What follows belongs to an exercise in optimizing a design on an open flow for small area, a short achievable clock period and few clock cycles per item; a production flow would make more cautious choices.
Function was checked by simulation only, so behaviour that the tests miss may differ from the original.

## oak
==> flow/design.v (excerpt) <==
module orbit_position_generator (
    input  logic         clk,
    input  logic         rst_n,
    input  logic         s_tvalid,
    output logic         s_tready,
    input  logic [111:0] s_tdata,
    output logic         m_tvalid,
    input  logic         m_tready,
    output logic [127:0] m_tdata,
    input  logic         psel,
    input  logic         penable,
    input  logic         pwrite,
    input  logic [4:0]   paddr,
    input  logic [31:0]  pwdata,
    output logic [31:0]  prdata,
    output logic         pready
);
    logic        wr_q;
    logic [2:0]  widx_q;
    logic [31:0] wdat_q;
    logic [30:0] c_rad;
    logic [24:0] c_osp, c_ssp;
    logic [25:0] c_pit, c_yaw, c_rol;
    logic [31:0] rd_val, prdata_q;
    logic [2:0]  ridx;
    assign pready = 1'b1;
    assign ridx   = paddr[4:2];
    always_ff @(posedge clk or negedge rst_n)
    begin
        if (!rst_n)
        begin
            wr_q <= 1'b0;
        end
        else
        begin
            wr_q <= psel && penable && pwrite;
        end
    end
    always_ff @(posedge clk)
    begin
        widx_q <= paddr[4:2];
        wdat_q <= pwdata;
    end
    always_ff @(posedge clk or negedge rst_n)
    begin
        if (!rst_n)
        begin
            c_rad <= '0;
            c_osp <= '0;
            c_ssp <= '0;
            c_pit <= '0;
            c_yaw <= '0;
            c_rol <= '0;
        end
        else if (wr_q)
        begin
            case (widx_q)
                3'd0: c_rad <= wdat_q[30:0];
                3'd1: c_osp <= wdat_q[24:0];
  ...
clock: 15.0 ns
lec_check: 0
abc_clock_period_in_ps: 3000
cap_margin: 20
core_margin: 2
core_utilization: 35
place_density: 0.45
setup_slack_margin: 5
slew_margin: 20
run.sh (not shown) runs the stock make flow with config.mk's settings and CLKGATE_MAP_FILE= SYNTH_SCRIPT=/design/flow/synth_recipe.tcl, a recipe that flattens the netlist after the stock synthesis.
oak ended with every stage complete and zero timing, DRC or antenna violations.
Testbench counts of oak, summed over its fixed seeds: cycles 2,640, items 256.
### oak -> pine
# oak
export LEC_CHECK = 0
export ABC_CLOCK_PERIOD_IN_PS = 3000
export CAP_MARGIN = 20
export CORE_MARGIN = 2
export CORE_UTILIZATION = 35
export PLACE_DENSITY = 0.45
export SETUP_SLACK_MARGIN = 5
export SLEW_MARGIN = 20
create_clock -name core_clock -period 15.0 [get_ports {clk}]
# pine
export LEC_CHECK = 0
export ABC_CLOCK_PERIOD_IN_PS = 3000
export CAP_MARGIN = 20
export CORE_MARGIN = 2
export CORE_UTILIZATION = 45
export PLACE_DENSITY = 0.55
export SETUP_SLACK_MARGIN = 5
export SLEW_MARGIN = 20
create_clock -name core_clock -period 15.0 [get_ports {clk}]
==> flow/flow/run.sh (new file) <==
#!/bin/bash
set -euo pipefail
bash standard.sh SETUP_SLACK_MARGIN=10.3 finish > standard_flow.log 2>&1
==> flow/standard.sh (new file) <==
#!/bin/bash
# synth_recipe.tcl (not shown) runs the flow's synth.tcl, then flattens the netlist and writes it again
# the make line also repeats each setting of config.mk as NAME=value (left out here)
make -C /OpenROAD-flow-scripts/flow DESIGN_CONFIG=/design/flow/config.mk WORK_HOME=/design/flow/orfs CLKGATE_MAP_FILE= SYNTH_SCRIPT=/design/flow/synth_recipe.tcl "${@:-finish}"
removed: flow/run.sh
Results
- Met2 demand-to-capacity share in global routing: pine vs oak up 8.9 points
- Cell area (lower): oak
- In pine the length in cells of the worst reg-to-reg path turned out 5 lower than in oak.
- Looking at critical path capture point, the r_o[23]$_DFFE_PP_ result is from oak; the ry_r[0][30]$_SDFFCE_PP0P_ one comes from pine.
- Status: sequential cell area in the final layout parity (oak, pine)
- Per the final summary, pine finished and its layout is clean on timing, DRC and antenna.
- Delta(post-route fraction of the period consumed by the critical path, pine - oak) < 0


== v6 ==
Another version of the RTL of orbit_position_generator (not shown whole).
Size: ~11000 cells after synthesis, ~2100 flip-flops, ~320 I/O pins, about 130000 um^2 of cells after synthesis.
## orbit_position_generator
module orbit_position_generator (
    input  logic         clk,
    input  logic         rst_n,
    input  logic         s_tvalid,
    output logic         s_tready,
    input  logic [111:0] s_tdata,
    output logic         m_tvalid,
    input  logic         m_tready,
    output logic [127:0] m_tdata,
    input  logic         psel,
    input  logic         penable,
    input  logic         pwrite,
    input  logic [4:0]   paddr,
    input  logic [31:0]  pwdata,
    output logic [31:0]  prdata,
    output logic         pready
);
    logic        wr_en, wr_q, tw_q;
    logic [30:0] c_rad;
    logic [24:0] c_osp, c_ssp;
    logic [25:0] c_pit, c_yaw, c_rol;
    logic [31:0] rd_val, prdata_q;
    logic [2:0]  ridx;
    assign pready = 1'b1;
    assign ridx   = paddr[4:2];
    assign wr_en  = psel && penable && pwrite;
    always_ff @(posedge clk or negedge rst_n)
    begin
        if (!rst_n)
        begin
            wr_q  <= 1'b0;
            tw_q  <= 1'b0;
            c_rad <= '0;
            c_osp <= '0;
            c_ssp <= '0;
            c_pit <= '0;
            c_yaw <= '0;
            c_rol <= '0;
        end
        else
        begin
            wr_q <= wr_en;
  ...
export LEC_CHECK = 0
export ABC_CLOCK_PERIOD_IN_PS = 3000
export CAP_MARGIN = 20
export CORE_MARGIN = 2
export CORE_UTILIZATION = 65
export CTS_CLUSTER_DIAMETER = 100
export CTS_CLUSTER_SIZE = 24
export PLACE_DENSITY = 0.72
export SETUP_SLACK_MARGIN = 5
export SLEW_MARGIN = 20
create_clock -name core_clock -period 15.0 [get_ports {clk}]
standard.sh (not shown) runs the stock make flow with config.mk's settings and CLKGATE_MAP_FILE= SYNTH_SCRIPT=/design/flow/synth_recipe.tcl, a recipe that flattens the netlist after the stock synthesis.
==> flow/flow/run.sh <==
#!/bin/bash
set -euo pipefail
bash standard.sh SETUP_SLACK_MARGIN=10.3 finish > standard_flow.log 2>&1
In summary, v6 completed successfully, with a layout that passed the timing, design-rule and antenna checks.
Testbench counts of v6, summed over its fixed seeds: cycles 2,536, items 256.
The following lists how v7 was set up differently from v6:
Settings: CORE_UTILIZATION: 65 -> 50; PLACE_DENSITY: 0.72 -> 0.6.
==> run notes <==
Per the comparison of v7 with v6, area growth from synthesis to layout went up by 0.51 points; fill cell total of the finished layout went up by 7687. v7 against v6: clock-buffer cell count up 23. v6 → v7: routed wire length increased by 4.6% relative to the old numbers, residual overflow from global routing comparable, cell area went up 630 um^2.

[afterwards: timing with drivers on the ports]
In the flow no input, the clock included, has a driving cell. The finished layouts below were timed again as built, in two steps.
Step 1: set_driving_cell puts a clkbuf_16 on clk and a buf_2 on each other input, an assumption about the parent block.
Step 2 moves the port delays by t, midway between the first and last clock arrival at a register: inputs arrive t later, outputs are due t later. That takes back most of the time a late clock gives input paths.
Slacks: ideal ports / drivers / drivers and shift; pairs: ideal ports / drivers.
run | t, ns | slack for setup (ns) | worst setup path after step 2 | worst register clock-pin slew, ns
oak | 1.004 | 8.428 / 8.428 / 8.428 | register to register | 0.07 / 0.07
pine | 1.010 | 10.307 / 10.244 / 9.466 | input to register | 0.07 / 0.07
v6 | 0.883 | 10.199 / 10.199 / 9.476 | input to register | 0.11 / 0.11
v7 | 0.924 | 10.177 / 10.177 / 9.389 | input to register | 0.11 / 0.11
After both steps every run listed still meets setup and hold. The setup slack of pine, which loses most, moves by -0.063 ns with the drivers and by -0.841 ns with both steps.
